Source: an optimization exercise on an open RTL-to-GDS flow (aim: small area, a short achievable clock period and few clock cycles per item). Production flows keep margins and buffers that such runs may drop. In this exercise RTL edits were held to simulation tests only and were not proved equivalent to the original. Power figures rest on the tool's default switching activity, not on a simulated workload.

==> flow/design.v (excerpt) <==
module sliding_window_arq_control (
	input  logic        clk,
	input  logic        arst_n,
	input  logic        s_tvalid,
	output logic        s_tready,
	input  logic [47:0] s_tdata,    
	input  logic [1:0]  s_tuser,    
	output logic        m_tvalid,
	input  logic        m_tready,
	output logic [79:0] m_tdata,    
	output logic [2:0]  m_tuser,    
	output logic        m_tlast,
	input  logic        cfg_valid,
	output logic        cfg_ready,
	input  logic [1:0]  cfg_index,
	input  logic [30:0] cfg_data
);
Size in the first run: about 4200 cells after synthesis, roughly 180 I/O pins, about 0.049 mm2 of cells after synthesis.
export LEC_CHECK = 0
export ABC_CLOCK_PERIOD_IN_PS = 3500
export CAP_MARGIN = 20
export CORE_MARGIN = 2
export CORE_UTILIZATION = 60
export CTS_BUF_LIST = sky130_fd_sc_hd__clkbuf_8
export CTS_CLUSTER_DIAMETER = 56
export CTS_CLUSTER_SIZE = 12
export SLEW_MARGIN = 20
export TNS_END_PERCENT = 5
create_clock -name core_clock -period 10.0 [get_ports {clk}]
standard.sh (not shown) runs the stock make flow with config.mk's settings and CLKGATE_MAP_FILE= SYNTH_SCRIPT=/design/flow/synth_recipe.tcl, a recipe that flattens the netlist after the stock synthesis.
==> flow/flow/run.sh <==
#!/bin/bash
# Standard layout with two changes to how it is made:
# - timing repair aims below the clock period (repair works until setup
#   slack reaches the margin, so it keeps shortening paths the 10 ns
#   constraint alone would leave as they are);
# - the port buffers are plain buf_4 cells, not the delay cells the default
#   port buffering picks.
set -euo pipefail
export SETUP_SLACK_MARGIN=6.5
export BUFFER_PORTS_ARGS="-buffer_cell sky130_fd_sc_hd__buf_4"
bash standard.sh > make.log 2>&1
Testbench counts at the start, summed over its fixed seeds: cycles 5,355, items 4,800.
Next try:
--- a/flow/design.v
+++ b/flow/design.v
@@ -396,18 +396,17 @@
 			in_len_q <= in2_v_q ? in2_opd_q[9:0] : s_len;
 			if (nx_flags[3]) begin
 				opd_q <= walk_start ? rd_seq : mark_q;
 			end else begin
 				opd_q <= nx_opd;
 			end
-		end
-		if (!in2_v_q) begin
+		end else if (take) begin
 			in2_flags_q <= s_flags;
 			in2_opd_q   <= s_ack ? s_opd : {22'd0, s_len};
 		end
-		if (!sec_v_q) begin
+		if (fire && in_recv_q && !in_ack_q) begin
 			sec_close_q <= in_hdr_q;
 			sec_len_q   <= in_hdr_q ? 10'd0 : deliv_len;
 		end
 		if (walk_start) begin
 			walk_q <= occ_q & hit;
 		end else if (walk_step) begin
@@ -419,13 +418,13 @@
 			out_v_q <= 1'b0;
 		end else if (room) begin
 			out_v_q <= push;
 		end
 	end
 	always_ff @(posedge clk) begin
-		if (room) begin
+		if (push) begin
 			out_q <= {w_last, w_slot, w_len, w_ack, w_seq, w_act};
 		end
 	end
 	assign m_tvalid  = out_v_q;
 	assign m_tuser   = out_q[2:0];
 	assign m_tdata   = {3'd0, out_q[79:3]};
The changed run went through all stages and came out clean.
Non-clock buffer count goes up by 17.
Routed wire length increases by a little under a tenth.
Worst setup slack improves by 130 ps.
Clock-buffer cell count grows by 6.
Global-route usage goes up by 1.9 points.
Final cell count rose by a few percent.
Hold slack stays flat.
Clock skew barely changes.
Die area climbs slightly.
Via count goes up by a few percent.
Core utilization is higher by 0.21 points.
Critical path depth went up by 1.
Synthesized area went up slightly.
Sequential power rose by a few percent.
Testbench counts after the change, summed over its fixed seeds: cycles 5,355, items 4,800.

========
lagoon:
sliding_window_arq_control, a different RTL version from the one above (not shown whole).
For scale: roughly 980 flip-flops, roughly 180 I/O pins.
==> flow/design.v (excerpt) <==
module sliding_window_arq_control (
	input  logic        clk,
	input  logic        arst_n,
	input  logic        s_tvalid,
	output logic        s_tready,
	input  logic [47:0] s_tdata,    
	input  logic [1:0]  s_tuser,    
	output logic        m_tvalid,
	input  logic        m_tready,
	output logic [79:0] m_tdata,    
	output logic [2:0]  m_tuser,    
	output logic        m_tlast,
	input  logic        cfg_valid,
	output logic        cfg_ready,
	input  logic [1:0]  cfg_index,
	input  logic [30:0] cfg_data
);
==> flow/config.mk <==
export PLATFORM = sky130hd
export DESIGN_NAME = sliding_window_arq_control
export DESIGN_NICKNAME = sliding_window_arq_control
export VERILOG_FILES = /design/flow/design.v
export SDC_FILE = /design/flow/constraint.sdc
export NUM_CORES = 4
export LEC_CHECK = 0
export ABC_CLOCK_PERIOD_IN_PS = 3500
export CAP_MARGIN = 20
export CORE_MARGIN = 2
export CORE_UTILIZATION = 60
export CTS_BUF_LIST = sky130_fd_sc_hd__clkbuf_8
export CTS_CLUSTER_DIAMETER = 56
export CTS_CLUSTER_SIZE = 12
export SLEW_MARGIN = 20
export TNS_END_PERCENT = 5
==> flow/constraint.sdc <==
create_clock -name core_clock -period 10.0 [get_ports {clk}]
set_input_delay 2.0000 -clock core_clock [delete_from_list [all_inputs] [get_ports {clk}]]
set_output_delay 2.0000 -clock core_clock [all_outputs]
set_load 0.01 [all_outputs]
Scripts as last shown in full above: flow/flow/run.sh
Testbench counts of lagoon, summed over its fixed seeds: cycles 5,355, items 4,800.
For harbor, these inputs were changed with respect to lagoon:
diff --git a/flow/design.v b/flow/design.v
--- a/flow/design.v
+++ b/flow/design.v
@@ -240,13 +240,13 @@
 			end
 		end
 	end
 	logic fire_nw;
 	assign fire_nw      = in_v_q && !blocked;
 	assign walk_start   = fire_nw && in_tick_q && cd_zero && !empty;
-	assign do_push_slot = in_v_q && in_data_q && !full && !in_zero_q;
+	assign do_push_slot = fire && in_data_q && !full && !in_zero_q;
 	assign do_piggy     = fire && in_recv_q && !in_ack_q && !in_hdr_q && !empty;
 	for (genvar g = 0; g < 8; g++) begin : g_cell
 		assign wr_en[g]  = do_push_slot && (tail_q == 3'(g));
 		assign ack_en[g] = wr_en[g] || piggy_q && (ptr_q == 3'(g));
 		swac_cell u_cell (
 			.clk     (clk),
@@ -418,13 +418,13 @@
 			out_v_q <= 1'b0;
 		end else if (room) begin
 			out_v_q <= push;
 		end
 	end
 	always_ff @(posedge clk) begin
-		if (room) begin
+		if (push) begin
 			out_q <= {w_last, w_slot, w_len, w_ack, w_seq, w_act};
 		end
 	end
 	assign m_tvalid  = out_v_q;
 	assign m_tuser   = out_q[2:0];
 	assign m_tdata   = {3'd0, out_q[79:3]};
### Flow results
In harbor, first-iteration DRC count is higher than in lagoon. In harbor, the area growth from synthesis to layout came out 1.3 points above the value in lagoon. Max synthesized area across lagoon and harbor: lagoon. For post-route worst hold slack, harbor and lagoon come out practically identical. Delta (harbor minus lagoon): actual slew at the worst max-slew pin now larger, multiplexer fraction of the synthesized cell area roughly the same, worst setup slack shows a reduction of 0.10 ns. Startpoint-to-endpoint class of the critical path: in -> reg -> harbor, reg -> reg -> lagoon. Fmax went down by a few percent going from lagoon to harbor. The met2 wirelength from detailed routing of harbor is higher than that of lagoon. Comparing lagoon and harbor, the lower share of the synthesized area in compound gates (AO/OA/AOI/OAI) was measured on lagoon.
Testbench counts of harbor, summed over its fixed seeds: cycles 5,355, items 4,800.

==> what the ideal ports hide <==
No port has a modelled driver above. Below, the same layouts with a new extraction and two added sets of constraints. Step 1 sets driving cells, clkbuf_16 on the clock port and buf_2 on the other inputs (assumed; they add their load-dependent delay and slew). Step 2 moves the port delays by t, midway between the first and last clock arrival at a register: inputs arrive t later, outputs are due t later. That takes back most of the time a late clock gives input paths. a / b / c = no drivers / after step 1 / after step 2; a / b = the first two.
run | shift t [ns] | setup slack, ns | clock arrival spread, ns | worst register clock-pin slew, ns
the first run of note 1 | 0.814 | 6.331 / 6.331 / 5.542 | 0.066 / 0.066 | 0.09 / 0.09
the second run of note 1 | 0.814 | 6.459 / 6.433 / 5.676 | 0.069 / 0.069 | 0.09 / 0.09
lagoon | 0.840 | 6.436 / 6.436 / 5.681 | 0.058 / 0.058 | 0.10 / 0.10
harbor | 0.820 | 6.335 / 6.344 / 5.553 | 0.057 / 0.057 | 0.09 / 0.09
After both steps every run listed still meets setup and hold. For the first run of note 1, which loses most, drivers alone change the setup slack by 0.000 ns; drivers and shift together by -0.789 ns.
